Source: an optimization exercise on an open RTL-to-GDS flow (aim: small area, a short achievable clock period and few clock cycles). Production flows keep margins and buffers that such runs may drop.
Where RTL was checked, it was by simulation tests only, not by an equivalence proof against the original.
Function not checked in runs 1 to 3 and 5: the RTL went through the layout flow alone.
Power figures rest on the tool's default switching activity, not on a simulated workload.

==> flow/design.v (outline; a module is shown in full before it is edited, if it fits) <==
// module srls_addsub: 538 lines
// module srls_seq: 89 lines
// module srls_map: 84 lines
// module stereo_rms_level_smoother: 120 lines
module stereo_rms_level_smoother (
  input  wire logic                 clk,
  input  wire logic                 rst_n,
  input  wire logic                 in_valid,
  output logic                      in_stall,
  input  wire logic signed [15:0]   in_left_sample,
  input  wire logic signed [15:0]   in_right_sample,
  input  wire logic                 in_last_frame,
  output logic                      out_valid,
  input  wire logic                 out_stall,
  output logic [14:0]               out_rms_level,
  output logic [14:0]               out_smoothed_level,
  output logic [11:0]               out_radius,
  input  wire logic                 cfg_we,
  input  wire logic [2:0]           cfg_index,
  input  wire logic [15:0]          cfg_wdata
);
  // ...
==> flow/run.sh <==
#!/bin/bash
# synth_recipe.tcl (not shown) runs the flow's synth.tcl, then flattens the netlist and writes it again
# the make line also repeats each setting of config.mk as NAME=value (left out here)
make -C /OpenROAD-flow-scripts/flow DESIGN_CONFIG=/design/flow/config.mk WORK_HOME=/design/flow/orfs CLKGATE_MAP_FILE= SYNTH_SCRIPT=/design/flow/synth_recipe.tcl finish
==> flow/config.mk <==
export PLATFORM = sky130hd
export DESIGN_NAME = stereo_rms_level_smoother
export DESIGN_NICKNAME = stereo_rms_level_smoother
export VERILOG_FILES = /design/flow/design.v
export SDC_FILE = /design/flow/constraint.sdc
export NUM_CORES = 4
export LEC_CHECK = 0
export CAP_MARGIN = 20
export CORE_MARGIN = 2
export CORE_UTILIZATION = 40
export SLEW_MARGIN = 20
==> flow/constraint.sdc <==
create_clock -name core_clock -period 12.0 [get_ports {clk}]
set_input_delay 2.4000 -clock core_clock [delete_from_list [all_inputs] [get_ports {clk}]]
set_output_delay 2.4000 -clock core_clock [all_outputs]
set_load 0.01 [all_outputs]
==> flow_summary.ini, run 1 <==
[outcome]
outcome = finished clean

[worst_setup_path]
reg2reg_slack_ps = 6240
cpMaxStageDelayCell = nor2_1
critPathRequiredTime_ps = 12430
path_class = reg2reg
crit_path_end_kind = flop

[clock_tree]
htree_num_levels = 2
cts.repair.resized = 0
cts_hold_buf = 0
insertion_delay_ps = 610
cts.sink_count = 386

[routing]
routed.top_layer = met4
drc = 0

[final_layout]
largest_class = multi-input combinational cells
area_growth_pct = 11.0
nNonClkBuffers = 121
n_sequential_cell = 386
multi_input_area_share_pct = 59.2
seqCellArea_um2 = 8800
num_antenna_cells = 1
multi_input_cells = 2769
reg.largest.list = sum_r (38), carry_r (37), u_level.acc (31)
sh_seq_area_pct = 24.4
final_common_cell = nand2_1
max_flop_register = sum_r

[timing]
hold_viol_final = 0
max_freq_mhz = 174
whs_ps = 436
worst-slew-pin-transition_ps = 1180

[power_and_ir_drop]
power_switching_mw = 1.53
pg_clk_mw = 1.50
peakVddDrop_mv = 0.0992

[place]
place_congestion = 0.872

[global_route]
grt_pass1_vias = 24628
antenna_found_initial = 2
met3_usage_pct = 2.83
gr-total-overflow = 0

[min_path]
hold_path.startpoint = n_r[0]$_SDFF_PN0_

[yosys]
yosys_warnings = 3
synth-edff-count = 107
synthMuxAreaShare_pct = 1.47
yosys-top-cells-area = dfxtp_1 (17%), fa_1 (16%), edfxtp_1 (9.9%), ha_1 (9.2%), nand2_1 (6.3%)

[die]
die_w_um = 289
==> run 2: changes to the inputs <==
--- a/flow/config.mk
+++ b/flow/config.mk
@@ -6,4 +6,5 @@
 export NUM_CORES = 4
 export LEC_CHECK = 0
+export ABC_CLOCK_PERIOD_IN_PS = 4500
 export CAP_MARGIN = 20
 export CORE_MARGIN = 2
==> run 2 against run 1 <==
  * Register-to-register slack about the same
  * Routed wire length unchanged
  * Die area unchanged
  * Synthesized cell count unchanged
  * Still clean on timing, DRC and antenna
  * Hold slack unchanged
  * Combinational power about the same
  * Critical path depth unchanged
  * Flip-flop and latch count unchanged
  * Utilization unchanged
  * Global-route usage unchanged
  * Clock-buffer cell count unchanged
  * Highest routed layer unchanged
  * Sequential share of layout area unchanged
  * Critical endpoint unchanged
==> flow_summary.ini, run 2 <==
[worst_setup_path]
critPathRequiredTime_ps = 12430
crit_path_end_kind = flop
reg2reg_slack_ps = 6240
cp-startpoint = cfg_d[5]$_SDFFE_PN0P_
cp.arrival_ps = 6190
path_delay_family = compound AO/OA/AOI/OAI gates
worstPathCellList = inv_1, ha_1, o21ai_1, a211oi_1, o21a_1, o2111ai_1, a221oi_2, buf_4, mux2_2, ha_1, o21a_1, o31a_1, o41ai_2, o21ai_1, o22ai_4, xnor2_1, nor2_1, a222oi_1, a211oi_1
critPathMaxFanout = 29
worst_setup_path_start_kind = flop
r2r_start = cfg_d[5]$_SDFFE_PN0P_
path_class = reg2reg
reg2regPathDepth = 19
crit_path_max_incr_delay_ps = 900
crit_buf_inv = 2
regToRegEndpoint = u_map.pr[23]$_DFFE_PP_
cpMaxStageDelayCell = nor2_1

[final_layout]
fin_cells = 4893
area_growth_pct = 11.0
reg.largest.list = sum_r (38), carry_r (37), u_level.acc (31)
layout-drive-gt1-share_pct = 4.31
final_common_cell = nand2_1
largest_reg_flops = 38
nets = 4345
max_flop_register = sum_r
mostFrequentLayoutCells = nand2_1 (544), inv_1 (464), dfxtp_1 (279)

[routing]
drtIter0Drc = 1496
dr.pass1.iters = 7
drt_wl_total_um = 82000
wl_per_cell_um = 16.8
ant_nets = 0
drc = 0
via_count = 25334
vias_per_cell = 5.18

[clock_tree]
cts.sink_count = 386
insertion_delay_ps = 610
clockBufferDepth = 3
cts_hold_buf = 0
cts_buffers = 48
cts.repair.resized = 0
htree_num_levels = 2
cts_tree = done
post_cts_buffers = 0
clk_pin_slew_ps = 60
cts-root-buf = clkbuf_16

[yosys]
synth-seq-area-share_pct = 27.1
syn_nets = 4329
yosys.area.top_type_share_pct = 17.2
synth_cell_types = 87
synth-edff-count = 107
synthArstFlopShare_pct = 0
syn_area_um2 = 32400
yosys_warnings = 3
syn_area_per_cell_um2 = 8.59
yosysTopAreaCell = dfxtp_1
yosys-top-cells-area = dfxtp_1 (17%), fa_1 (16%), edfxtp_1 (9.9%), ha_1 (9.2%), nand2_1 (6.3%)
synth.most_common_cell = nand2_1
syn_inst = 3776
ys_top_cells_by_count = nand2_1 (545), inv_1 (464), dfxtp_1 (279), fa_1 (258), and2_1 (249)
synth_seq_cells = 386
ys.flop_type = dfxtp_1

[timing]
worst-slew-pin-transition_ps = 1180
period_minus_slack_ps = 5760
hold_viol_final = 0
rsz0062_at_grt = false
setup_tns_ps = 0
finClkSkew_ps = 37.4
slew_viol_final = 0
slew_headroom_pct = 20.7
max_freq_mhz = 174
min_period_over_period_pct = 48.0
setup_viol = 0

[die]
initial_core_util_pct = 40.4
dieHeight_um = 289
core_um2 = 80400
floorplan.rows = 104
die_w_um = 289
io_pins = 101
dieArea_um2 = 83400

[global_route]
grt_pass1_wl_um = 133000
gr-total-overflow = 0
grtUsageTotal_pct = 19.7
grt_start_max_net_pins = 107
antenna_found_initial = 2
grt_pass1_vias = 24628

[power_and_ir_drop]
p_per_area_nw_per_um2 = 125
peakVddDrop_mv = 0.0992
p_leak_nw = 15.7

[min_path]
holdPathEnd = u_level.nd[0]$_DFFE_PP_
hold_path.startpoint = n_r[0]$_SDFF_PN0_
holdCritPathClass = reg2reg
hold_depth = 0

[place]
post-place-cells = 4802
place_congestion = 0.872
hpwl_um = 61700
io_buffers = 100

[outcome]
outcome = finished clean

[job]
drv_cap = 0
run 2: cell counts in the layout (fill, tap and decap cells not counted):
No cell type changed its count.
run 2: cell families (layout without fill, tap and decap cells):
logic type	Yosys count	count (layout)	synth area share, %
AOI/OAI and AO/OA	786	786	15.6
xor gates and xnor gates	188	188	5.13
adders and majority gates	496	496	25.1
buffers and inverters	621	677	7.28
DFF	386	386	27.1
muxes	41	41	1.47
other	0	1	0
and+or+nand+nor	1258	1258	18.3
run 2: worst max-delay path by stage:
stage                                        end  slack [ps]  cells after the start
final                     u_map.pr[23]$_DFFE_PP_        6240                     19
after global routing      u_map.pr[23]$_DFFE_PP_        5760                     19
after CTS                 u_map.pr[23]$_DFFE_PP_        6220                     19
after detailed placement  u_map.pr[23]$_DFFE_PP_        6290                     19
after global placement    u_map.pr[23]$_DFFE_PP_        6290                     23
after floorplan            u_map.pr[0]$_DFFE_PP_        6950                      4
run 2: cell type report:
class,count,area [µm²]
antenna,1,2.50
clock buffer,69,1480
clock inverter,21,174
fill,7958,44400
inverter,466,1750
multi-input combinational,2769,21300
sequential,386,8800
tap,1060,1330
timing repair buffer,121,1160
run 2: layer usage:
layer | track usage, % | up-vias | wire length, µm
met1 | 27.8 | 12069 | 39100
met2 | 31.3 | 565 | 36200
met5 | 0 | - | 0
met3 | 2.83 | 122 | 4560
met4 | 6.06 | 0 | 2190
li1 | - | 12578 | -
run 2: metrics by stage:
| stage | instance area, µm² | setup slack, ps | total power [mW] | hold WS (ps) | utilization, % |
|---|---|---|---|---|---|
| floorplan | 32400 | 6950 | 2.71 | 406 | - |
| global placement | 34400 | 6290 | 3.01 | 423 | 42.7 |
| detailed placement | 34400 | 6290 | 3.03 | 425 | 42.7 |
| CTS | 36000 | 6220 | 4.56 | 440 | 44.8 |
| global route | 36000 | 5760 | 4.83 | 455 | 44.8 |
| finish | 36000 | 6240 | 4.51 | 436 | 44.8 |
run 2: power by group:
| group | leakage (nW) | internal, mW | switching (mW) |
|---|---|---|---|
| sequential | 3.26 | 1.48 | 0.134 |
| clock | 0.825 | 0.883 | 0.619 |
| combinational | 11.6 | 0.618 | 0.772 |
| total | 15.7 | 2.98 | 1.53 |
==> module srls_seq, before the edit <==
module srls_seq (
  input  wire logic        clk,
  input  wire logic        rst_n,
  input  wire logic        start,
  input  wire logic [37:0] sum,
  input  wire logic [8:0]  n,
  input  wire logic [15:0] w,
  input  wire logic [14:0] s_prev,
  input  wire logic        b_idle,
  input  wire logic        out_stall,
  input  wire logic        out_valid,
  output logic             ready,
  output logic             ready_next,
  output logic             xfer,
  output logic [14:0]      rms,
  output logic [14:0]      smoothed
);
  logic        busy;
  logic [4:0]  cnt;
  logic [29:0] dq;
  logic [7:0]  dr;
  logic [8:0]  nd;
  logic [1:0]  qp;
  logic [16:0] sr;
  logic [14:0] root;
  logic [30:0] acc;
  logic        done;
  logic [9:0]  x1, x2;
  logic [7:0]  r1;
  logic [19:0] sx;
  logic        sbit, rbit, sbit_r;
  logic [15:0] sp;
  logic [16:0] hadd;
  assign done  = busy && cnt == 5'd17;
  assign ready = !busy || (done && b_idle && !out_valid);
  assign xfer  = done && b_idle && (!out_valid || !out_stall);
  assign ready_next = !start && (!busy || (cnt >= 5'd16 && b_idle && !out_valid));
  assign x1 = {1'b0, dr, dq[29]} - {1'b0, nd};
  assign r1 = x1[9] ? {dr[6:0], dq[29]} : x1[7:0];
  assign x2 = {1'b0, r1, dq[28]} - {1'b0, nd};
  assign sx = {1'b0, sr, qp} - {3'b0, root, 2'b01};
  assign rbit = root[0];
  assign sp   = {1'b0, s_prev};
  assign sbit = sp[4'(5'd15 - cnt)];
  always_comb begin
    case ({rbit, sbit_r})
      2'b10:   hadd = {1'b0, w};
      2'b01:   hadd = {1'b0, ~w};
      2'b11:   hadd = 17'h10000;
      default: hadd = '0;
    endcase
  end
  always_ff @(posedge clk) begin
    if (!rst_n) begin
      busy <= 1'b0;
    end else if (start) begin
      busy <= 1'b1;
    end else if (xfer) begin
      busy <= 1'b0;
    end
  end
  always_ff @(posedge clk) begin
    if (start) begin
      dr   <= sum[37:31];
      dq   <= sum[30:1];
      nd   <= n;
      qp   <= 2'b00;
      sr   <= '0;
      root <= '0;
      acc  <= 31'd1;
      cnt  <= '0;
    end else if (busy && !done) begin
      cnt    <= cnt + 5'd1;
      sbit_r <= sbit;
      dr  <= x2[9] ? {r1[6:0], dq[28]} : x2[7:0];
      dq  <= {dq[27:0], 2'b00};
      qp  <= {!x1[9], !x2[9]};
      if (cnt <= 5'd15) begin
        sr   <= sx[19] ? {sr[14:0], qp} : sx[16:0];
        root <= {root[13:0], !sx[19]};
      end
      if (cnt >= 5'd2) begin
        acc <= {acc[29:0], (sbit_r && !rbit)} + 31'(hadd);
      end
    end
  end
  assign rms      = root;
  assign smoothed = acc[30:16];
endmodule
==> module srls_map, before the edit <==
module srls_map (
  input  wire logic        clk,
  input  wire logic        rst_n,
  input  wire logic        load,
  input  wire logic [14:0] rms,
  input  wire logic [14:0] smoothed,
  input  wire logic [14:0] th,
  input  wire logic [14:0] d,
  input  wire logic [11:0] lo,
  input  wire logic [11:0] hi,
  input  wire logic        out_stall,
  output logic             idle,
  output logic             out_valid,
  output logic [14:0]      out_rms,
  output logic [14:0]      out_sm,
  output logic [11:0]      out_rad
);
  logic        busy;
  logic [3:0]  cnt;
  logic [27:0] pr;
  logic        ovf;
  logic [12:0] dlt;
  logic        neg;
  logic [11:0] amag;
  logic [15:0] h;
  logic [17:0] t;
  logic [16:0] ov;
  logic [15:0] x1, x2;
  logic [14:0] r1;
  logic [13:0] rs;
  logic [11:0] rad;
  assign idle = !busy;
  assign dlt  = {1'b0, hi} - {1'b0, lo};
  assign neg  = dlt[12];
  assign amag = neg ? 12'(-dlt) : dlt[11:0];
  assign h    = 16'((d - 15'(neg)) >> 1);
  assign t  = 18'(pr[27:12]) + (pr[0] ? 18'(out_sm) : 18'd0)
                             + (pr[1] ? {2'b0, out_sm, 1'b0} : 18'd0);
  assign ov = {1'b0, pr[27:12]} - {2'b0, d};
  assign x1 = {pr[26:12], pr[11]} - {1'b0, d};
  assign r1 = x1[15] ? pr[25:11] : x1[14:0];
  assign x2 = {r1, pr[10]} - {1'b0, d};
  assign rs = neg ? (14'(lo) - 14'(pr[11:0])) : (14'(lo) + 14'(pr[11:0]));
  always_comb begin
    if (ovf)          rad = neg ? 12'd0 : 12'd4095;
    else if (rs[13])  rad = 12'd0;
    else if (rs[12])  rad = 12'd4095;
    else              rad = rs[11:0];
  end
  always_ff @(posedge clk) begin
    if (!rst_n) begin
      busy      <= 1'b0;
      out_valid <= 1'b0;
      out_sm    <= '0;
    end else begin
      if (out_valid && !out_stall) out_valid <= 1'b0;
      if (load) begin
        busy    <= 1'b1;
        cnt     <= '0;
        out_rms <= rms;
        out_sm  <= smoothed;
        pr      <= {h, amag};
      end else if (busy) begin
        cnt <= cnt + 4'd1;
        if (cnt == 4'd0 && out_sm <= th) begin
          out_rad   <= lo;
          out_valid <= 1'b1;
          busy      <= 1'b0;
        end
        if (cnt <= 4'd5) begin
          pr <= {t, pr[11:2]};
        end else if (cnt == 4'd6) begin
          ovf <= !ov[16];
        end else if (cnt <= 4'd12) begin
          pr <= {1'b0, x2[15] ? {r1[13:0], pr[10]} : x2[14:0], pr[9:0], !x1[15], !x2[15]};
        end else begin
          out_rad   <= rad;
          out_valid <= 1'b1;
          busy      <= 1'b0;
        end
      end
    end
  end
endmodule
==> module stereo_rms_level_smoother, before the edit <==
module stereo_rms_level_smoother (
  input  wire logic                 clk,
  input  wire logic                 rst_n,
  input  wire logic                 in_valid,
  output logic                      in_stall,
  input  wire logic signed [15:0]   in_left_sample,
  input  wire logic signed [15:0]   in_right_sample,
  input  wire logic                 in_last_frame,
  output logic                      out_valid,
  input  wire logic                 out_stall,
  output logic [14:0]               out_rms_level,
  output logic [14:0]               out_smoothed_level,
  output logic [11:0]               out_radius,
  input  wire logic                 cfg_we,
  input  wire logic [2:0]           cfg_index,
  input  wire logic [15:0]          cfg_wdata
);
  logic [15:0] cfg_w;
  logic [14:0] cfg_th, cfg_d;
  logic [11:0] cfg_lo, cfg_hi;
  always_ff @(posedge clk) begin
    if (!rst_n) begin
      cfg_w  <= srls_pkg::RST_SMOOTHING_WEIGHT;
      cfg_th <= srls_pkg::RST_LEVEL_THRESHOLD;
      cfg_d  <= srls_pkg::RST_MAP_INPUT_SPAN;
      cfg_lo <= srls_pkg::RST_OUTPUT_LOW;
      cfg_hi <= srls_pkg::RST_OUTPUT_HIGH;
    end else if (cfg_we) begin
      case (cfg_index)
        3'd0: cfg_w  <= cfg_wdata;
        3'd1: cfg_th <= cfg_wdata[14:0];
        3'd2: cfg_d  <= (cfg_wdata[14:0] == 15'd0) ? 15'd1 : cfg_wdata[14:0];
        3'd3: cfg_lo <= cfg_wdata[11:0];
        3'd4: cfg_hi <= cfg_wdata[11:0];
        default: ;
      endcase
    end
  end
  logic [15:0] lm_r, rm_r;
  logic        v_r, en_r, last_r;
  logic        closed_r;
  logic        a_ready, a_ready_next;
  logic        take, en_next, closing;
  logic [37:0] sum_r, carry_r, acc_s, acc_c, sum_s, sum_c, total;
  logic [8:0]  n_r, n_add;
  logic        handoff;
  assign closing  = v_r && last_r;
  assign handoff  = closed_r && a_ready;
  assign in_stall = (closing && !a_ready_next) || (closed_r && !a_ready);
  assign take     = rst_n && in_valid && !in_stall;
  assign n_add    = n_r + 9'(en_r);
  assign en_next  = take && (closing || closed_r || !n_add[8]);
  always_ff @(posedge clk) begin
    v_r    <= take;
    en_r   <= en_next;
    last_r <= in_last_frame;
    lm_r   <= en_next ? 16'(in_left_sample[15]  ? -in_left_sample  : in_left_sample)  : 16'd0;
    rm_r   <= en_next ? 16'(in_right_sample[15] ? -in_right_sample : in_right_sample) : 16'd0;
  end
  assign acc_s = handoff ? 38'd0 : sum_r;
  assign acc_c = handoff ? 38'd0 : carry_r;
  srls_addsub u_acc (
    .lm  (lm_r),
    .rm  (rm_r),
    .as_ (acc_s),
    .ac  (acc_c),
    .ys  (sum_s),
    .yc  (sum_c)
  );
  assign total = sum_r + carry_r;
  always_ff @(posedge clk) begin
    if (!rst_n) begin
      sum_r    <= '0;
      carry_r  <= '0;
      n_r      <= '0;
      closed_r <= 1'b0;
    end else begin
      sum_r    <= sum_s;
      carry_r  <= sum_c;
      n_r      <= handoff ? 9'(en_r) : n_add;
      closed_r <= closing || (closed_r && !handoff);
    end
  end
  logic        xfer, b_idle;
  logic [14:0] rms, smoothed;
  srls_seq u_level (
    .clk      (clk),
    .rst_n    (rst_n),
    .start    (handoff),
    .sum      (total),
    .n        (n_r),
    .w        (cfg_w),
    .s_prev   (out_smoothed_level),
    .b_idle   (b_idle),
    .out_stall(out_stall),
    .out_valid(out_valid),
    .ready    (a_ready),
    .ready_next (a_ready_next),
    .xfer     (xfer),
    .rms      (rms),
    .smoothed (smoothed)
  );
  srls_map u_map (
    .clk       (clk),
    .rst_n     (rst_n),
    .load      (xfer),
    .rms       (rms),
    .smoothed  (smoothed),
    .th        (cfg_th),
    .d         (cfg_d),
    .lo        (cfg_lo),
    .hi        (cfg_hi),
    .out_stall (out_stall),
    .idle      (b_idle),
    .out_valid (out_valid),
    .out_rms   (out_rms_level),
    .out_sm    (out_smoothed_level),
    .out_rad   (out_radius)
  );
endmodule
==> run 3: changes to the inputs <==
--- a/flow/design.v
+++ b/flow/design.v
@@ -553,4 +553,5 @@
   input  wire logic        rst_n,
   input  wire logic        start,
+  input  wire logic        closed_n,
   input  wire logic [37:0] sum,
   input  wire logic [8:0]  n,
@@ -558,36 +559,51 @@
   input  wire logic [14:0] s_prev,
   input  wire logic        b_idle,
+  input  wire logic        b_idle_n,
+  input  wire logic        ov,
+  input  wire logic        ov_n,
   input  wire logic        out_stall,
-  input  wire logic        out_valid,
   output logic             ready,
-  output logic             ready_next,
+  output logic             ready_n,
+  output logic             ready2_n,
   output logic             xfer,
   output logic [14:0]      rms,
   output logic [14:0]      smoothed
 );
-  logic        busy;
+  logic        busy, done;
   logic [4:0]  cnt;
   logic [29:0] dq;
-  logic [7:0]  dr;
+  logic [9:0]  dr;
   logic [8:0]  nd;
   logic [1:0]  qp;
-  logic [16:0] sr;
+  logic [18:0] sr;
   logic [14:0] root;
   logic [30:0] acc;
-  logic        done;
-  logic [9:0]  x1, x2;
-  logic [7:0]  r1;
-  logic [19:0] sx;
+  logic        busy_n, done_n, start_n;
+  logic [4:0]  cnt_n;
+  logic        step;
+  logic [9:0]  x1, x2, y1, y2;
+  logic [18:0] sx, sy;
   logic        sbit, rbit, sbit_r;
   logic [15:0] sp;
   logic [16:0] hadd;
-  assign done  = busy && cnt == 5'd17;
-  assign ready = !busy || (done && b_idle && !out_valid);
-  assign xfer  = done && b_idle && (!out_valid || !out_stall);
-  assign ready_next = !start && (!busy || (cnt >= 5'd16 && b_idle && !out_valid));
-  assign x1 = {1'b0, dr, dq[29]} - {1'b0, nd};
-  assign r1 = x1[9] ? {dr[6:0], dq[29]} : x1[7:0];
-  assign x2 = {1'b0, r1, dq[28]} - {1'b0, nd};
-  assign sx = {1'b0, sr, qp} - {3'b0, root, 2'b01};
+  assign step = busy && !done;
+  assign xfer = done && b_idle && (!ov || !out_stall);
+  assign busy_n   = rst_n && (start || (busy && !xfer));
+  assign done_n   = rst_n && !start && busy && !xfer && (done || cnt == 5'd16);
+  assign cnt_n    = start ? 5'd0 : (step ? cnt + 5'd1 : cnt);
+  assign ready_n  = !busy_n || (done_n && b_idle_n && !ov_n);
+  assign start_n  = closed_n && ready_n;
+  assign ready2_n = !start_n && (!busy_n || ((done_n || cnt_n == 5'd16) && b_idle_n && !ov_n));
+  always_ff @(posedge clk) begin
+    busy  <= busy_n;
+    done  <= done_n;
+    ready <= ready_n;
+  end
+  assign y1 = {dr[8:0], dq[29]};
+  assign x1 = dr[9] ? (y1 + {1'b0, nd}) : (y1 - {1'b0, nd});
+  assign y2 = {x1[8:0], dq[28]};
+  assign x2 = x1[9] ? (y2 + {1'b0, nd}) : (y2 - {1'b0, nd});
+  assign sy = {sr[16:0], qp};
+  assign sx = sr[18] ? (sy + {2'b0, root, 2'b11}) : (sy - {2'b0, root, 2'b01});
   assign rbit = root[0];
   assign sp   = {1'b0, s_prev};
@@ -602,15 +618,6 @@
   end
   always_ff @(posedge clk) begin
-    if (!rst_n) begin
-      busy <= 1'b0;
-    end else if (start) begin
-      busy <= 1'b1;
-    end else if (xfer) begin
-      busy <= 1'b0;
-    end
-  end
-  always_ff @(posedge clk) begin
     if (start) begin
-      dr   <= sum[37:31];
+      dr   <= {3'b0, sum[37:31]};
       dq   <= sum[30:1];
       nd   <= n;
@@ -620,13 +627,13 @@
       acc  <= 31'd1;
       cnt  <= '0;
-    end else if (busy && !done) begin
-      cnt    <= cnt + 5'd1;
+    end else if (step) begin
+      cnt    <= cnt_n;
       sbit_r <= sbit;
-      dr  <= x2[9] ? {r1[6:0], dq[28]} : x2[7:0];
-      dq  <= {dq[27:0], 2'b00};
-      qp  <= {!x1[9], !x2[9]};
-      if (cnt <= 5'd15) begin
-        sr   <= sx[19] ? {sr[14:0], qp} : sx[16:0];
-        root <= {root[13:0], !sx[19]};
+      dr     <= x2;
+      dq     <= {dq[27:0], 2'b00};
+      qp     <= {!x1[9], !x2[9]};
+      if (!cnt[4]) begin
+        sr   <= sx;
+        root <= {root[13:0], !sx[18]};
       end
       if (cnt >= 5'd2) begin
@@ -650,13 +657,15 @@
   input  wire logic        out_stall,
   output logic             idle,
+  output logic             idle_n,
   output logic             out_valid,
+  output logic             ov_n,
   output logic [14:0]      out_rms,
   output logic [14:0]      out_sm,
   output logic [11:0]      out_rad
 );
-  logic        busy;
+  logic        busy, above, ovf;
   logic [3:0]  cnt;
   logic [27:0] pr;
-  logic        ovf;
+  logic        fin, busy_n;
   logic [12:0] dlt;
   logic        neg;
@@ -665,9 +674,12 @@
   logic [17:0] t;
   logic [16:0] ov;
-  logic [15:0] x1, x2;
-  logic [14:0] r1;
+  logic [16:0] x1, x2, y1, y2;
   logic [13:0] rs;
   logic [11:0] rad;
-  assign idle = !busy;
+  assign fin    = busy && ((cnt == 4'd0 && !above) || cnt == 4'd13);
+  assign busy_n = rst_n && (load || (busy && !fin));
+  assign ov_n   = rst_n && (fin || (out_valid && out_stall));
+  assign idle   = !busy;
+  assign idle_n = !busy_n;
   assign dlt  = {1'b0, hi} - {1'b0, lo};
   assign neg  = dlt[12];
@@ -677,7 +689,8 @@
                              + (pr[1] ? {2'b0, out_sm, 1'b0} : 18'd0);
   assign ov = {1'b0, pr[27:12]} - {2'b0, d};
-  assign x1 = {pr[26:12], pr[11]} - {1'b0, d};
-  assign r1 = x1[15] ? pr[25:11] : x1[14:0];
-  assign x2 = {r1, pr[10]} - {1'b0, d};
+  assign y1 = {pr[27:12], pr[11]};
+  assign x1 = pr[27] ? (y1 + {2'b0, d}) : (y1 - {2'b0, d});
+  assign y2 = {x1[15:0], pr[10]};
+  assign x2 = x1[16] ? (y2 + {2'b0, d}) : (y2 - {2'b0, d});
   assign rs = neg ? (14'(lo) - 14'(pr[11:0])) : (14'(lo) + 14'(pr[11:0]));
   always_comb begin
@@ -688,34 +701,29 @@
   end
   always_ff @(posedge clk) begin
+    busy      <= busy_n;
+    out_valid <= ov_n;
     if (!rst_n) begin
-      busy      <= 1'b0;
-      out_valid <= 1'b0;
-      out_sm    <= '0;
-    end else begin
-      if (out_valid && !out_stall) out_valid <= 1'b0;
-      if (load) begin
-        busy    <= 1'b1;
-        cnt     <= '0;
-        out_rms <= rms;
-        out_sm  <= smoothed;
-        pr      <= {h, amag};
-      end else if (busy) begin
-        cnt <= cnt + 4'd1;
-        if (cnt == 4'd0 && out_sm <= th) begin
-          out_rad   <= lo;
-          out_valid <= 1'b1;
-          busy      <= 1'b0;
-        end
-        if (cnt <= 4'd5) begin
-          pr <= {t, pr[11:2]};
-        end else if (cnt == 4'd6) begin
-          ovf <= !ov[16];
-        end else if (cnt <= 4'd12) begin
-          pr <= {1'b0, x2[15] ? {r1[13:0], pr[10]} : x2[14:0], pr[9:0], !x1[15], !x2[15]};
-        end else begin
-          out_rad   <= rad;
-          out_valid <= 1'b1;
-          busy      <= 1'b0;
-        end
+      out_sm <= '0;
+    end else if (load) begin
+      out_sm <= smoothed;
+    end
+  end
+  always_ff @(posedge clk) begin
+    if (load) begin
+      cnt     <= '0;
+      above   <= smoothed > th;
+      out_rms <= rms;
+      pr      <= {h, amag};
+    end else if (busy) begin
+      cnt <= cnt + 4'd1;
+      if (cnt <= 4'd5) begin
+        pr <= {t, pr[11:2]};
+      end else if (cnt == 4'd6) begin
+        ovf <= !ov[16];
+      end else if (cnt <= 4'd12) begin
+        pr <= {x2[15:0], pr[9:0], !x1[16], !x2[16]};
+      end
+      if (fin) begin
+        out_rad <= above ? rad : lo;
       end
     end
@@ -764,6 +772,6 @@
   logic [15:0] lm_r, rm_r;
   logic        v_r, en_r, last_r;
-  logic        closed_r;
-  logic        a_ready, a_ready_next;
+  logic        closed_r, closed_n, stall_r;
+  logic        a_ready, a_ready_n, a_ready2_n;
   logic        take, en_next, closing;
   logic [37:0] sum_r, carry_r, acc_s, acc_c, sum_s, sum_c, total;
@@ -772,14 +780,16 @@
   assign closing  = v_r && last_r;
   assign handoff  = closed_r && a_ready;
-  assign in_stall = (closing && !a_ready_next) || (closed_r && !a_ready);
-  assign take     = rst_n && in_valid && !in_stall;
+  assign in_stall = stall_r;
+  assign take     = rst_n && in_valid && !stall_r;
   assign n_add    = n_r + 9'(en_r);
   assign en_next  = take && (closing || closed_r || !n_add[8]);
+  assign closed_n = rst_n && (closing || (closed_r && !handoff));
   always_ff @(posedge clk) begin
-    v_r    <= take;
-    en_r   <= en_next;
-    last_r <= in_last_frame;
-    lm_r   <= en_next ? 16'(in_left_sample[15]  ? -in_left_sample  : in_left_sample)  : 16'd0;
-    rm_r   <= en_next ? 16'(in_right_sample[15] ? -in_right_sample : in_right_sample) : 16'd0;
+    v_r     <= take;
+    en_r    <= en_next;
+    last_r  <= in_last_frame;
+    stall_r <= rst_n && ((take && in_last_frame && !a_ready2_n) || (closed_n && !a_ready_n));
+    lm_r    <= en_next ? 16'(in_left_sample[15]  ? -in_left_sample  : in_left_sample)  : 16'd0;
+    rm_r    <= en_next ? 16'(in_right_sample[15] ? -in_right_sample : in_right_sample) : 16'd0;
   end
   assign acc_s = handoff ? 38'd0 : sum_r;
@@ -804,25 +814,29 @@
       carry_r  <= sum_c;
       n_r      <= handoff ? 9'(en_r) : n_add;
-      closed_r <= closing || (closed_r && !handoff);
+      closed_r <= closed_n;
     end
   end
-  logic        xfer, b_idle;
+  logic        xfer, b_idle, b_idle_n, ov_n;
   logic [14:0] rms, smoothed;
   srls_seq u_level (
-    .clk      (clk),
-    .rst_n    (rst_n),
-    .start    (handoff),
-    .sum      (total),
-    .n        (n_r),
-    .w        (cfg_w),
-    .s_prev   (out_smoothed_level),
-    .b_idle   (b_idle),
-    .out_stall(out_stall),
-    .out_valid(out_valid),
-    .ready    (a_ready),
-    .ready_next (a_ready_next),
-    .xfer     (xfer),
-    .rms      (rms),
-    .smoothed (smoothed)
+    .clk       (clk),
+    .rst_n     (rst_n),
+    .start     (handoff),
+    .closed_n  (closed_n),
+    .sum       (total),
+    .n         (n_r),
+    .w         (cfg_w),
+    .s_prev    (out_smoothed_level),
+    .b_idle    (b_idle),
+    .b_idle_n  (b_idle_n),
+    .ov        (out_valid),
+    .ov_n      (ov_n),
+    .out_stall (out_stall),
+    .ready     (a_ready),
+    .ready_n   (a_ready_n),
+    .ready2_n  (a_ready2_n),
+    .xfer      (xfer),
+    .rms       (rms),
+    .smoothed  (smoothed)
   );
   srls_map u_map (
@@ -838,5 +852,7 @@
     .out_stall (out_stall),
     .idle      (b_idle),
+    .idle_n    (b_idle_n),
     .out_valid (out_valid),
+    .ov_n      (ov_n),
     .out_rms   (out_rms_level),
     .out_sm    (out_smoothed_level),
--- a/flow/config.mk
+++ b/flow/config.mk
@@ -6,5 +6,4 @@
 export NUM_CORES = 4
 export LEC_CHECK = 0
-export ABC_CLOCK_PERIOD_IN_PS = 4500
 export CAP_MARGIN = 20
 export CORE_MARGIN = 2
==> run 3 against run 2 <==
  * Via count decreased by 1.9%
  * Sequential power increased by 4%
  * Sequential share of layout area increased by 0.11 points
  * Synthesized cell count increased by 0.50%
  * Cell area increased by 0.68%
  * Die area increased by 0.55%
  * First-iteration DRC count decreased by 11%
  * Critical path type unchanged
==> flow_summary.ini, run 3 <==
[timing]
rsz0062_at_grt = false
min_period_over_period_pct = 57.4
worst-slew-pin-transition_ps = 1010
setup_viol = 0
finalWorstSetupSlack_ps = 5110
slew_viol_final = 0
finClkSkew_ps = 35.9
max_freq_mhz = 145
hold_viol_final = 0
period_minus_slack_ps = 6890
setup_tns_ps = 0
whs_ps = 446
slew_headroom_pct = 32.3

[global_route]
grt_pass1_vias = 24813
antenna_found_initial = 0
grtUsageTotal_pct = 18.9
grt_pass1_wl_um = 129000
gr-total-overflow = 0
grt_start_max_net_pins = 95

[worst_setup_path]
crit_buf_inv = 0
reg2reg_slack_ps = 5110
critPathMaxFanout = 6
worst_setup_path_start_kind = flop
cp.arrival_ps = 7220
r2r_start = cfg_d[2]$_SDFFE_PN1P_
path_delay_family = compound AO/OA/AOI/OAI gates
crit_path_max_incr_delay_ps = 590
path_class = reg2reg
worstPathCellList = nor4_1, and2_1, nor2_1, xnor2_1, ha_1, or4_1, o22a_1, a21oi_1, a21oi_1, o21ai_0, nand2b_1, xor2_1, o21ai_0, fa_1, a211oi_1, nor2_1, o41ai_1, o21ai_0, o31a_1, a21o_1, a21oi_1, o21ai_0, xnor2_1, a21oi_1
reg2regPathDepth = 24
critPathRequiredTime_ps = 12330
regToRegEndpoint = u_map.pr[0]$_DFFE_PP_
cpMaxStageDelayCell = xor2_1
crit_path_end_kind = flop

[clock_tree]
cts_tree = done
clk_pin_slew_ps = 60
insertion_delay_ps = 610
post_cts_buffers = 0
clockBufferDepth = 3
cts_buffers = 50
htree_num_levels = 2
cts.sink_count = 393
cts.repair.resized = 0
cts_hold_buf = 0
cts-root-buf = clkbuf_16

[min_path]
holdCritPathClass = reg2reg
hold_path.startpoint = n_r[0]$_SDFF_PN0_
hold_depth = 0
holdPathEnd = u_level.nd[0]$_DFFE_PP_

[routing]
wl_per_cell_um = 15.8
dr.pass1.iters = 7
drt_wl_total_um = 77900
wl_met1_um = 37900
routed.top_layer = met4
met2_wirelength_um = 35400
via_count = 24842
vias_per_cell = 5.05
ant_nets = 0
drtIter0Drc = 1334
drc = 0
wl_met3_um = 2810

[yosys]
synthMuxAreaShare_pct = 0.660
synth_top_family_by_area = adder cells
synth_adder_area_share_pct = 24.9
yosys.area.top_type_share_pct = 17.8
synth-xor-area-share_pct = 7.33
syn_area_per_cell_um2 = 8.60
yosysTopAreaCell = dfxtp_1
synth-edff-count = 103
synthArstFlopShare_pct = 0
syn_nets = 4354
yosys-top-cells-area = dfxtp_1 (18%), fa_1 (15%), ha_1 (9.9%), edfxtp_1 (9.5%), nand2_1 (6.1%)
synth-seq-area-share_pct = 27.3
syn_area_um2 = 32600
synthSimpleGateAreaFrac_pct = 19.1
ys.flop_type = dfxtp_1
yosys_warnings = 3
synth_seq_cells = 393
synth_cell_types = 78
synth_compound_area_share_pct = 14.3
synth.most_common_cell = nand2_1
ys_top_cells_by_count = nand2_1 (532), inv_1 (410), dfxtp_1 (290), and2_1 (276), ha_1 (257)
syn_inst = 3795

[place]
place_congestion = 0.934
hpwl_um = 59200
pre_cts_slack_ps = 5120
io_buffers = 100
placed_cell_area_um2 = 34600

[final_layout]
final_cell_area_um2 = 36300
final_common_cell = nand2_1
area_growth_pct = 11.2
layout-drive-gt1-share_pct = 3.42
reg.largest.list = sum_r (38), carry_r (37), u_level.acc (31)
nets = 4376
num_antenna_cells = 0
final_util_pct = 45.0
max_flop_register = sum_r
largest_reg_flops = 38
mostFrequentLayoutCells = nand2_1 (530), inv_1 (410), dfxtp_1 (290)

[die]
die_w_um = 290
core_um2 = 80700
floorplan.rows = 104
io_pins = 101
dieArea_um2 = 83900
initial_core_util_pct = 40.4
dieHeight_um = 290

[job]
drv_cap = 0

[power_and_ir_drop]
p_leak_nw = 15.8
peakVddDrop_mv = 0.125
p_per_area_nw_per_um2 = 150

[outcome]
outcome = finished clean
==> run 3: cell types whose count changed after synthesis, moves of 22 or more <==
cell	before	now
xnor2_1	111	175
a21oi_1	193	215
inv_1	464	410
nor2_1	193	225
and2_1	249	276
xor2_1	76	98
o21ai_1	39	6
==> run 3: worst max path at each step <==
stage                                        to  depth (start not counted)                  start  slack [ps]
after floorplan           u_map.pr[0]$_DFFE_PP_                         27  cfg_d[2]$_SDFFE_PN1P_        6320
after global placement    u_map.pr[0]$_DFFE_PP_                         24  cfg_d[2]$_SDFFE_PN1P_        5160
after detailed placement  u_map.pr[0]$_DFFE_PP_                         26  cfg_d[2]$_SDFFE_PN1P_        5120
after CTS                 u_map.pr[0]$_DFFE_PP_                         26  cfg_d[2]$_SDFFE_PN1P_        5140
after global routing      u_map.pr[0]$_DFFE_PP_                         26  cfg_d[2]$_SDFFE_PN1P_        4430
final                     u_map.pr[0]$_DFFE_PP_                         24  cfg_d[2]$_SDFFE_PN1P_        5110
==> run 3: layer usage <==
layer  vias to the layer above  track usage [%]
met2                       412             31.3
li1                      12588                -
met3                        95             1.95
met5                         -                0
met4                         0             4.76
met1                     11747             26.5
==> run 3: cells by family (layout without fill, tap and decap cells) <==
| family | count (synthesis) | after routing |
|---|---|---|
| compound gates | 739 | 739 |
| fa+ha+maj | 502 | 502 |
| xor+xnor | 273 | 273 |
| flops | 393 | 393 |
| buf+inv | 565 | 629 |
| simple gates | 1307 | 1307 |
| mux | 16 | 16 |
==> run 3: area by class of cell <==
class | count | area (µm²)
clock buffer | 71 | 1470
multi-input combinational | 2837 | 21600
timing repair buffer | 119 | 1140
tap | 1060 | 1330
clock inverter | 23 | 248
sequential | 393 | 8900
fill | 8003 | 44400
inverter | 416 | 1560
==> run 3: worst register-to-register path, stage by stage (launching register included) <==
cell and delay, ps:
dfxtp_1 350, nor4_1 570, and2_1 310, nor2_1 70, xnor2_1 130, ha_1 250
or4_1 540, o22a_1 240, a21oi_1 170, a21oi_1 140, o21ai_0 170, nand2b_1 160
xor2_1 590, o21ai_0 330, fa_1 540, a211oi_1 270, nor2_1 120, o41ai_1 340
o21ai_0 230, o31a_1 310, a21o_1 190, a21oi_1 210, o21ai_0 140, xnor2_1 160
a21oi_1 80
==> run 3: metrics by stage <==
| stage | std cells | total power, mW |
|---|---|---|
| floorplan | 3795 | 3.45 |
| global placement | 4825 | 3.88 |
| detailed placement | 4825 | 3.90 |
| CTS | 4919 | 5.49 |
| global route | 4919 | 5.87 |
| finish | 4919 | 5.43 |
==> run 3: report_power, final <==
part,switching (mW),internal [mW]
combinational,1.18,1.01
clock,0.617,0.941
sequential,0.149,1.54
==> run 4: changes to the inputs <==
--- a/flow/design.v
+++ b/flow/design.v
@@ -601,9 +601,9 @@
   end
   assign y1 = {dr[8:0], dq[29]};
-  assign x1 = dr[9] ? (y1 + {1'b0, nd}) : (y1 - {1'b0, nd});
+  assign x1 = 10'(({y1, 1'b1} + {{1'b0, nd} ^ {10{!dr[9]}}, !dr[9]}) >> 1);
   assign y2 = {x1[8:0], dq[28]};
-  assign x2 = x1[9] ? (y2 + {1'b0, nd}) : (y2 - {1'b0, nd});
+  assign x2 = 10'(({y2, 1'b1} + {{1'b0, nd} ^ {10{!x1[9]}}, !x1[9]}) >> 1);
   assign sy = {sr[16:0], qp};
-  assign sx = sr[18] ? (sy + {2'b0, root, 2'b11}) : (sy - {2'b0, root, 2'b01});
+  assign sx = 19'(({sy, 1'b1} + {{2'b0, root} ^ {17{!sr[18]}}, 1'b1, sr[18], !sr[18]}) >> 1);
   assign rbit = root[0];
   assign sp   = {1'b0, s_prev};
@@ -688,9 +688,9 @@
   assign t  = 18'(pr[27:12]) + (pr[0] ? 18'(out_sm) : 18'd0)
                              + (pr[1] ? {2'b0, out_sm, 1'b0} : 18'd0);
-  assign ov = {1'b0, pr[27:12]} - {2'b0, d};
+  assign ov = 17'(({1'b0, pr[27:12], 1'b1} + {~{2'b0, d}, 1'b1}) >> 1);
   assign y1 = {pr[27:12], pr[11]};
-  assign x1 = pr[27] ? (y1 + {2'b0, d}) : (y1 - {2'b0, d});
+  assign x1 = 17'(({y1, 1'b1} + {{2'b0, d} ^ {17{!pr[27]}}, !pr[27]}) >> 1);
   assign y2 = {x1[15:0], pr[10]};
-  assign x2 = x1[16] ? (y2 + {2'b0, d}) : (y2 - {2'b0, d});
+  assign x2 = 17'(({y2, 1'b1} + {{2'b0, d} ^ {17{!x1[16]}}, !x1[16]}) >> 1);
   assign rs = neg ? (14'(lo) - 14'(pr[11:0])) : (14'(lo) + 14'(pr[11:0]));
   always_comb begin
==> run 4 against run 3 <==
  * Sequential power hardly changed
  * Non-clock buffer count increased by 7
  * Combinational power shrank 2%
  * Utilization decreased by 0.13 points
  * Synthesized area is 2.2% higher
  * Die area is 2.2% higher
  * Clock power shrank 3%
  * Still clean on timing, DRC and antenna
  * Via count grew 5.5%
  * Largest power group unchanged
  * Routed wire length up 8.4%
  * Flip-flop and latch count unchanged
  * Worst setup slack gained 2000 ps
  * First-iteration DRC count grew 24%
==> flow_summary.ini, run 4 <==
[outcome]
outcome = finished clean

[yosys]
syn_area_per_cell_um2 = 8.57
yosys.area.top_type_share_pct = 17.4
synth-seq-area-share_pct = 26.7
synth_cell_types = 91
syn_inst = 3894
syn_nets = 4448
yosysTopAreaCell = dfxtp_1
synth.most_common_cell = nand2_1
ys_top_cells_by_count = nand2_1 (536), inv_1 (404), dfxtp_1 (290), and2_1 (284), ha_1 (256)
yosys-top-cells-area = dfxtp_1 (17%), fa_1 (14%), ha_1 (9.6%), edfxtp_1 (9.3%), nand2_1 (6.0%)
synth_seq_cells = 393
ys.flop_type = dfxtp_1
synthArstFlopShare_pct = 0
synth-edff-count = 103
syn_area_um2 = 33400
yosys_warnings = 3

[routing]
dr.pass1.iters = 5
ant_nets = 0
vias_per_cell = 5.22
wl_per_cell_um = 16.8
drt_wl_total_um = 84500
drtIter0Drc = 1654
drc = 0
via_count = 26215

[clock_tree]
clockBufferDepth = 3
cts-root-buf = clkbuf_16
cts_hold_buf = 0
insertion_delay_ps = 600
post_cts_buffers = 0
cts.sink_count = 393
htree_num_levels = 2
cts_tree = done
cts.repair.resized = 0
clk_pin_slew_ps = 60
cts_buffers = 48

[global_route]
antenna_found_initial = 0
grt_pass1_wl_um = 138000
gr-total-overflow = 0
grt_start_max_net_pins = 90
grtUsageTotal_pct = 19.8
grt_pass1_vias = 25660

[die]
dieHeight_um = 293
floorplan.rows = 105
io_pins = 101
dieArea_um2 = 85700
core_um2 = 82400
initial_core_util_pct = 40.5
die_w_um = 293

[final_layout]
fillCellCount = 8069
final_common_cell = nand2_1
seqCellArea_um2 = 8900
area_growth_pct = 10.7
max_flop_register = sum_r
multi_input_area_um2 = 22300
nets = 4466
layout-drive-gt1-share_pct = 4.02
num_antenna_cells = 0
reg.largest.list = sum_r (38), carry_r (37), u_level.acc (31)
mostFrequentLayoutCells = nand2_1 (535), inv_1 (403), dfxtp_1 (289)
largest_reg_flops = 38

[place]
hpwl_um = 63800
io_buffers = 100
place_congestion = 0.887

[timing]
max_freq_mhz = 205
hold_viol_final = 0
slew_headroom_pct = 32.0
min_period_over_period_pct = 40.6
slew_viol_final = 0
worst-slew-pin-transition_ps = 1020
setup_tns_ps = 0
setup_viol = 0
finClkSkew_ps = 37.2
rsz0062_at_grt = false
period_minus_slack_ps = 4870

[power_and_ir_drop]
sequentialPowerShare_pct = 31.6
p_total_mw = 5.36
pwr-share-comb_pct = 40.1
intPower_mw = 3.40
clkPwrFrac_pct = 28.3
peakVddDrop_mv = 0.117
swShare_pct = 36.6
p_leak_nw = 15.9
p_per_area_nw_per_um2 = 145
power_switching_mw = 1.96

[worst_setup_path]
crit_path_end_kind = flop
path_delay_family = compound AO/OA/AOI/OAI gates
cpMostUsedCell = a21o_1
cpMaxStageDelayCell = dfxtp_2
cp.arrival_ps = 5190
worst_setup_path_start_kind = flop
critPathMaxFanout = 21
crit_path_max_incr_delay_ps = 730
crit_buf_inv = 1
path_class = reg2reg
worstPathCellList = xnor2_1, ha_1, a21o_1, a21oi_2, a2bb2oi_1, nand3_1, buf_4, xnor2_1, ha_1, a21o_1, a21o_1, a21o_1, a31o_2, nor3_1, a21oi_1, a311oi_1, xnor2_1, a31oi_1
critPathRequiredTime_ps = 12320

[job]
drv_cap = 0

[min_path]
holdCritPathClass = reg2reg
## run 4: cell families after synthesis
family | after synthesis | share of synthesized area (%)
multiplexers | 17 | 0.664
flip-flops | 393 | 26.7
adder cells (fa/ha/maj) | 497 | 24.1
AND/OR/NAND/NOR | 1381 | 20.1
XOR/XNOR | 259 | 6.80
buffers and inverters | 565 | 6.49
AO/OA/AOI/OAI | 782 | 15.2
## run 4: worst reg2reg max path, stage by stage, from the launching register on
cell and delay [ps]:
dfxtp_2 730, xnor2_1 150, ha_1 380, a21o_1 200, a21oi_2 200, a2bb2oi_1 320
nand3_1 110, buf_4 260, xnor2_1 170, ha_1 360, a21o_1 200, a21o_1 170
a21o_1 200, a31o_2 260, nor3_1 120, a21oi_1 150, a311oi_1 350, xnor2_1 160
a31oi_1 100
## run 4: final timing paths
path	from	endpoint	slack (ps)	cells past startpoint
hold reg to reg	n_r[0]$_SDFF_PN0_	u_level.nd[0]$_DFFE_PP_	430	0
hold / removal	n_r[0]$_SDFF_PN0_	u_level.nd[0]$_DFFE_PP_	430	0
setup / recovery	u_map.pr[27]$_SDFFE_PP0P_	u_map.pr[0]$_DFFE_PP_	7130	18
setup reg to reg	u_map.pr[27]$_SDFFE_PP0P_	u_map.pr[0]$_DFFE_PP_	7130	18
## run 4: power by group through the flow
stage	registers (mW)	logic [mW]	clock network, mW
after CTS	1.69	2.15	1.56
after detailed placement	1.72	2.14	0
after global placement	1.72	2.11	0
final	1.69	2.15	1.52
after floorplan	1.64	1.75	0
after global routing	1.72	2.45	1.61
## run 4: metrics by stage
| step | hold WS (ps) | instance area, µm² | util [%] | std cells | setup slack (ps) |
|---|---|---|---|---|---|
| after CTS | 436 | 36900 | 44.8 | 5021 | 6740 |
| after floorplan | 412 | 33400 | - | 3894 | 7290 |
| final | 434 | 36900 | 44.8 | 5021 | 7130 |
| after global placement | 423 | 35300 | 42.8 | 4932 | 6820 |
| after detailed placement | 422 | 35300 | 42.8 | 4932 | 6770 |
| after global routing | 450 | 36900 | 44.8 | 5021 | 6820 |
## run 4: area by class of cell
type                       count  area share [%]
clock inverter                25           0.698
clock buffer                  64            3.75
timing repair buffer         126            3.23
inverter                     407            4.14
tap                         1070            3.63
sequential                   393            24.1
multi-input combinational   2936            60.4
## run 4: per-layer routing
| metal | vias up | track usage [%] | wire [µm] |
|---|---|---|---|
| met4 | 0 | 4.58 | 1750 |
| met3 | 110 | 2.12 | 3860 |
| li1 | 13099 | - | - |
| met1 | 12453 | 28.0 | 40600 |
| met2 | 553 | 32.4 | 38300 |
| met5 | - | 0 | 0 |
Testbench counts of run 4, summed over its fixed seeds: cycles 6,957.
==> run 5: changes to the inputs <==
--- a/flow/design.v
+++ b/flow/design.v
@@ -547,4 +547,36 @@
   assign yc = {t525, t523, t521, t519, t517, t515, t513, t511, t509, t507, t505, t503, t501, t499, t497, t495, t493, t491, t489, t487, t485, t483, t481, t479, t477, t475, t473, t471, t469, t467, t465, t463, t461, t459, t457, t455, t453, ac[0]};
 endmodule
+module srls_add #(
+  parameter int W = 8
+) (
+  input  wire logic [W-1:0] a,
+  input  wire logic [W-1:0] b,
+  input  wire logic         ci,
+  output logic      [W-1:0] s,
+  output logic              co
+);
+  logic [W-1:0] p, g, pp, gg;
+  always_comb begin
+    p  = a ^ b;
+    g  = a & b;
+    pp = p;
+    gg = g;
+    gg[0] = g[0] | (p[0] & ci);
+    for (int i = 1; (1 << i) <= W; i++) begin
+      for (int j = (1 << i) - 1; j < W; j += (1 << i)) begin
+        gg[j] = gg[j] | (pp[j] & gg[j - (1 << (i - 1))]);
+        pp[j] = pp[j] & pp[j - (1 << (i - 1))];
+      end
+    end
+    for (int i = $clog2(W); i > 0; i--) begin
+      for (int j = (1 << i) + (1 << (i - 1)) - 1; j < W; j += (1 << i)) begin
+        gg[j] = gg[j] | (pp[j] & gg[j - (1 << (i - 1))]);
+        pp[j] = pp[j] & pp[j - (1 << (i - 1))];
+      end
+    end
+  end
+  assign s  = p ^ {gg[W-2:0], ci};
+  assign co = gg[W-1];
+endmodule
 `default_nettype wire
 `default_nettype none
@@ -600,4 +632,5 @@
     ready <= ready_n;
   end
+  logic sx_co, acc_co;
   assign y1 = {dr[8:0], dq[29]};
   assign x1 = 10'(({y1, 1'b1} + {{1'b0, nd} ^ {10{!dr[9]}}, !dr[9]}) >> 1);
@@ -605,5 +638,11 @@
   assign x2 = 10'(({y2, 1'b1} + {{1'b0, nd} ^ {10{!x1[9]}}, !x1[9]}) >> 1);
   assign sy = {sr[16:0], qp};
-  assign sx = 19'(({sy, 1'b1} + {{2'b0, root} ^ {17{!sr[18]}}, 1'b1, sr[18], !sr[18]}) >> 1);
+  srls_add #(19) u_sx (
+    .a  (sy),
+    .b  ({{2'b0, root} ^ {17{!sr[18]}}, 1'b1, sr[18]}),
+    .ci (!sr[18]),
+    .s  (sx),
+    .co (sx_co)
+  );
   assign rbit = root[0];
   assign sp   = {1'b0, s_prev};
@@ -617,4 +656,12 @@
     endcase
   end
+  logic [30:0] acc_n;
+  srls_add #(31) u_acc (
+    .a  ({acc[29:0], 1'b0}),
+    .b  (31'(hadd)),
+    .ci (sbit_r && !rbit),
+    .s  (acc_n),
+    .co (acc_co)
+  );
   always_ff @(posedge clk) begin
     if (start) begin
@@ -638,5 +685,5 @@
       end
       if (cnt >= 5'd2) begin
-        acc <= {acc[29:0], (sbit_r && !rbit)} + 31'(hadd);
+        acc <= acc_n;
       end
     end
@@ -677,4 +724,6 @@
   logic [13:0] rs;
   logic [11:0] rad;
+  logic [14:0] ab_s;
+  srls_add #(15) u_ab (.a(th), .b(~smoothed), .ci(1'b1), .s(ab_s), .co(ab_co));
   assign fin    = busy && ((cnt == 4'd0 && !above) || cnt == 4'd13);
   assign busy_n = rst_n && (load || (busy && !fin));
@@ -682,16 +731,25 @@
   assign idle   = !busy;
   assign idle_n = !busy_n;
-  assign dlt  = {1'b0, hi} - {1'b0, lo};
-  assign neg  = dlt[12];
-  assign amag = neg ? 12'(-dlt) : dlt[11:0];
-  assign h    = 16'((d - 15'(neg)) >> 1);
-  assign t  = 18'(pr[27:12]) + (pr[0] ? 18'(out_sm) : 18'd0)
-                             + (pr[1] ? {2'b0, out_sm, 1'b0} : 18'd0);
-  assign ov = 17'(({1'b0, pr[27:12], 1'b1} + {~{2'b0, d}, 1'b1}) >> 1);
+  logic        dlt_co, amag_co, dm_co, t_co, ov_co, ab_co;
+  logic [14:0] dm;
+  logic [17:0] m0, m1, m2, cs_s, cs_c;
+  srls_add #(13) u_dlt (.a({1'b0, hi}), .b(~{1'b0, lo}), .ci(1'b1), .s(dlt), .co(dlt_co));
+  assign neg = dlt[12];
+  srls_add #(12) u_amag (.a(dlt[11:0] ^ {12{neg}}), .b(12'd0), .ci(neg), .s(amag), .co(amag_co));
+  srls_add #(15) u_dm (.a(d), .b({15{neg}}), .ci(1'b0), .s(dm), .co(dm_co));
+  assign h = {2'b0, dm[14:1]};
+  assign m0   = {2'b0, pr[27:12]};
+  assign m1   = pr[0] ? {3'b0, out_sm} : 18'd0;
+  assign m2   = pr[1] ? {2'b0, out_sm, 1'b0} : 18'd0;
+  assign cs_s = m0 ^ m1 ^ m2;
+  assign cs_c = (m0 & m1) | (m0 & m2) | (m1 & m2);
+  srls_add #(18) u_t (.a(cs_s), .b({cs_c[16:0], 1'b0}), .ci(1'b0), .s(t), .co(t_co));
+  srls_add #(16) u_ov (.a(pr[27:12]), .b(~{1'b0, d}), .ci(1'b1), .s(ov[15:0]), .co(ov_co));
+  assign ov[16] = !ov_co;
   assign y1 = {pr[27:12], pr[11]};
   assign x1 = 17'(({y1, 1'b1} + {{2'b0, d} ^ {17{!pr[27]}}, !pr[27]}) >> 1);
   assign y2 = {x1[15:0], pr[10]};
   assign x2 = 17'(({y2, 1'b1} + {{2'b0, d} ^ {17{!x1[16]}}, !x1[16]}) >> 1);
-  assign rs = neg ? (14'(lo) - 14'(pr[11:0])) : (14'(lo) + 14'(pr[11:0]));
+  assign rs = 14'(({14'(lo), 1'b1} + {14'(pr[11:0]) ^ {14{neg}}, neg}) >> 1);
   always_comb begin
     if (ovf)          rad = neg ? 12'd0 : 12'd4095;
@@ -712,5 +770,5 @@
     if (load) begin
       cnt     <= '0;
-      above   <= smoothed > th;
+      above   <= !ab_co;
       out_rms <= rms;
       pr      <= {h, amag};
@@ -785,4 +843,7 @@
   assign en_next  = take && (closing || closed_r || !n_add[8]);
   assign closed_n = rst_n && (closing || (closed_r && !handoff));
+  logic [15:0] l_abs, r_abs;
+  assign l_abs = 16'(in_left_sample[15]  ? -in_left_sample  : in_left_sample);
+  assign r_abs = 16'(in_right_sample[15] ? -in_right_sample : in_right_sample);
   always_ff @(posedge clk) begin
     v_r     <= take;
@@ -790,6 +851,6 @@
     last_r  <= in_last_frame;
     stall_r <= rst_n && ((take && in_last_frame && !a_ready2_n) || (closed_n && !a_ready_n));
-    lm_r    <= en_next ? 16'(in_left_sample[15]  ? -in_left_sample  : in_left_sample)  : 16'd0;
-    rm_r    <= en_next ? 16'(in_right_sample[15] ? -in_right_sample : in_right_sample) : 16'd0;
+    lm_r    <= en_next ? l_abs : 16'd0;
+    rm_r    <= en_next ? r_abs : 16'd0;
   end
   assign acc_s = handoff ? 38'd0 : sum_r;
@@ -803,5 +864,12 @@
     .yc  (sum_c)
   );
-  assign total = sum_r + carry_r;
+  logic total_co;
+  srls_add #(38) u_cpa (
+    .a  (sum_r),
+    .b  (carry_r),
+    .ci (1'b0),
+    .s  (total),
+    .co (total_co)
+  );
   always_ff @(posedge clk) begin
     if (!rst_n) begin
==> run 5 against run 4 <==
  * Still clean
  * Sequential share of layout area rose by 1.0 points
  * Register-to-register slack got worse by 760 ps
  * Clock skew fell by 17 ps
  * Fmax decreased by 14%
  * Critical path type unchanged
  * Largest power group unchanged
==> flow_summary.ini, run 5 <==
[routing]
dr.pass1.iters = 6
vias_per_cell = 5.01
drt_wl_total_um = 78800
ant_nets = 0
wl_per_cell_um = 17.1
via_count = 23136
drc = 0
drtIter0Drc = 1397

[final_layout]
num_antenna_cells = 0
reg.largest.list = sum_r (38), carry_r (37), u_level.acc (31)
area_growth_pct = 11.3
final_common_cell = nand2_1
nets = 4141
largest_reg_flops = 38
final_util_pct = 44.9
max_flop_register = sum_r
layout-drive-gt1-share_pct = 3.92
mostFrequentLayoutCells = nand2_1 (532), inv_1 (382), fa_1 (302)
final_cell_area_um2 = 35400

[timing]
rsz0062_at_grt = false
max_freq_mhz = 178
hold_viol_final = 0
setup_viol = 0
slew_headroom_pct = 30.9
slew_viol_final = 0
finalWorstSetupSlack_ps = 6370
finClkSkew_ps = 20.3
period_minus_slack_ps = 5630
worst-slew-pin-transition_ps = 1040
setup_tns_ps = 0
min_period_over_period_pct = 46.9

[worst_setup_path]
r2r_start = cfg_lo[0]$_SDFFE_PN0P_
path_class = reg2reg
crit_path_end_kind = flop
cpMaxStageDelayCell = buf_4
crit_buf_inv = 3
worstPathCellList = ha_1, inv_1, fa_1, a21o_1, a21o_1, a31oi_2, o31ai_2, and2_1, buf_4, inv_1, and2_1, fa_1, a21o_1, a21oi_1, o21bai_1, a21o_1, a21o_1, a211oi_1, o21bai_1, a21o_1, a21o_1, fa_1, xnor2_1, a22oi_1
critPathRequiredTime_ps = 12310
path_delay_family = compound AO/OA/AOI/OAI gates
cp.arrival_ps = 5940
crit_path_max_incr_delay_ps = 390
reg2reg_slack_ps = 6370
worst_setup_path_start_kind = flop
critPathMaxFanout = 26
cpMostUsedCell = a21o_1
cp-startpoint = cfg_lo[0]$_SDFFE_PN0P_

[power_and_ir_drop]
peakVddDrop_mv = 0.158
p_leak_nw = 16.0
p_per_area_nw_per_um2 = 148

[clock_tree]
cts.sink_count = 393
htree_num_levels = 2
cts_tree = done
clk_pin_slew_ps = 60
insertion_delay_ps = 610
post_cts_buffers = 0
clockBufferDepth = 3
cts.repair.resized = 0
cts_buffers = 46
cts-root-buf = clkbuf_16
cts_hold_buf = 0

[min_path]
hold_path.startpoint = n_r[0]$_SDFF_PN0_
holdCritPathClass = reg2reg

[yosys]
synth-edff-count = 102
yosys.area.top_type_share_pct = 19.0
synth-seq-area-share_pct = 27.9
synth_cell_types = 68
ys_top_cells_by_count = nand2_1 (534), inv_1 (383), fa_1 (302), dfxtp_1 (291), and2_1 (278)
synth.most_common_cell = nand2_1
syn_inst = 3510
yosys_warnings = 11
ys.flop_type = dfxtp_1
yosys-top-cells-area = fa_1 (19%), dfxtp_1 (18%), ha_1 (9.8%), edfxtp_1 (9.6%), nand2_1 (6.3%)
yosysTopAreaCell = fa_1
synth_seq_cells = 393
syn_area_per_cell_um2 = 9.06
syn_area_um2 = 31800
synthArstFlopShare_pct = 0
syn_nets = 4119

[global_route]
grtUsageTotal_pct = 19.5
grt_start_max_net_pins = 83
grt_pass1_vias = 23006
gr-total-overflow = 0
grt_pass1_wl_um = 128000
antenna_found_initial = 0

[die]
io_pins = 101
die_w_um = 286
dieArea_um2 = 81800
floorplan.rows = 103
core_um2 = 78900
dieHeight_um = 286
initial_core_util_pct = 40.3

[place]
hpwl_um = 58300
place_congestion = 0.884
io_buffers = 100
placed_cell_area_um2 = 33800
pre_cts_slack_ps = 6440

[job]
drv_cap = 0

[outcome]
outcome = finished clean
## run 5: changes by cell type in the layout (fill, tap and decap cells not counted), sizes merged, moves of 21 or more
cell,delta
nand3,-31
a21oi,-71
fa,+61
o21ai,-86
or3,-21
inv,-24
nor3,-55
a21o,+47
o21a,-22
## run 5: cells by family (layout without fill, tap and decap cells)
group / after synthesis / in the layout / share of synthesized area [%]
simple gates: 1204 / 1204 / 17.7
fa+ha+maj: 552 / 552 / 28.8
compound gates: 551 / 551 / 11.4
buf+inv: 537 / 597 / 6.38
flops: 393 / 393 / 27.9
xor+xnor: 257 / 257 / 7.08
mux: 16 / 16 / 0.677
## run 5: where the power goes
part	total [mW]	leakage (nW)	internal (mW)	switching (mW)
Combinational	2.03	11.9	0.946	1.09
Sequential	1.71	3.32	1.54	0.169
Clock	1.51	0.795	0.897	0.616
Total	5.25	16.0	3.38	1.87
## run 5: worst register-to-register path, delay by kind of cell, from the launching register on
kind	cells	cell delay, ps
adder cells (fa/ha/maj)	4	1180
AO/OA/AOI/OAI	14	2550
AND/OR/NAND/NOR	2	380
flip-flops	1	350
XOR/XNOR	1	140
buffers and inverters	3	720
## run 5: final timing paths
| path | cells past startpoint | end |
|---|---|---|
| worst min-delay path | 0 | u_level.nd[0]$_DFFE_PP_ |
| worst max-delay path | 24 | u_map.pr[24]$_DFFE_PP_ |
| worst max register to register | 24 | u_map.pr[24]$_DFFE_PP_ |
| worst min register to register | 0 | u_level.nd[0]$_DFFE_PP_ |
## run 5: stage by stage
stage	hold slack (ps)	cells	power, mW
2_1_floorplan	406	3510	3.32
3_3_place_gp	422	4534	3.75
5_1_grt	453	4620	5.67
4_1_cts	453	4620	5.31
3_5_place_dp	438	4534	3.77
6_report	449	4620	5.25
## run 5: area by class of cell
| type | count | area (µm²) |
|---|---|---|
| well taps | 1050 | 1310 |
| flip-flops and latches | 393 | 8890 |
| inverters | 384 | 1440 |
| clock buffers | 60 | 1290 |
| fillers | 7782 | 43500 |
| repair buffers | 127 | 1200 |
| multi-input cells | 2580 | 20900 |
| clock inverters | 26 | 324 |
## run 5: per-layer routing
layer / share of wire (%) / vias to the layer above / track usage, %
met1: 48 / 11173 / 27.5
met3: 3.8 / 108 / 1.94
met4: 2.2 / 0 / 5.03
met2: 46 / 449 / 32.0
li1: - / 11406 / -
met5: 0 / - / 0

what the ideal ports hide:
In the flow no input, the clock included, has a driving cell. The finished layouts below were timed again as built, in two steps. Step 1, drivers: a clkbuf_16 drives clk and a buf_2 each remaining input, both assumed. Step 2, shift: input delay + t, output delay - t, t = (earliest + latest rising clock arrival at the registers) / 2. This alone moves slack from input paths to output paths. a / b / c = no drivers / after step 1 / after step 2; a / b = the first two.
| run | t (ns) | setup slack, ns | hold WS [ns] | slew at the worst register clock pin (ns) | cell pins on the clock port's net |
|---|---|---|---|---|---|
| run 1 | 0.653 | 6.238 / 6.238 / 6.238 | 0.436 / 0.436 / 0.436 | 0.07 / 0.07 | 1 |
| run 2 | 0.653 | 6.238 / 6.238 / 6.238 | 0.436 / 0.436 / 0.436 | 0.07 / 0.07 | 1 |
| run 3 | 0.653 | 5.109 / 5.109 / 5.109 | 0.446 / 0.446 / 0.446 | 0.06 / 0.06 | 1 |
| run 4 | 0.647 | 7.130 / 7.130 / 7.130 | 0.434 / 0.434 / 0.434 | 0.07 / 0.07 | 1 |
| run 5 | 0.659 | 6.368 / 6.368 / 6.368 | 0.449 / 0.449 / 0.449 | 0.07 / 0.07 | 1 |
After both steps setup and hold are still met in every run listed.
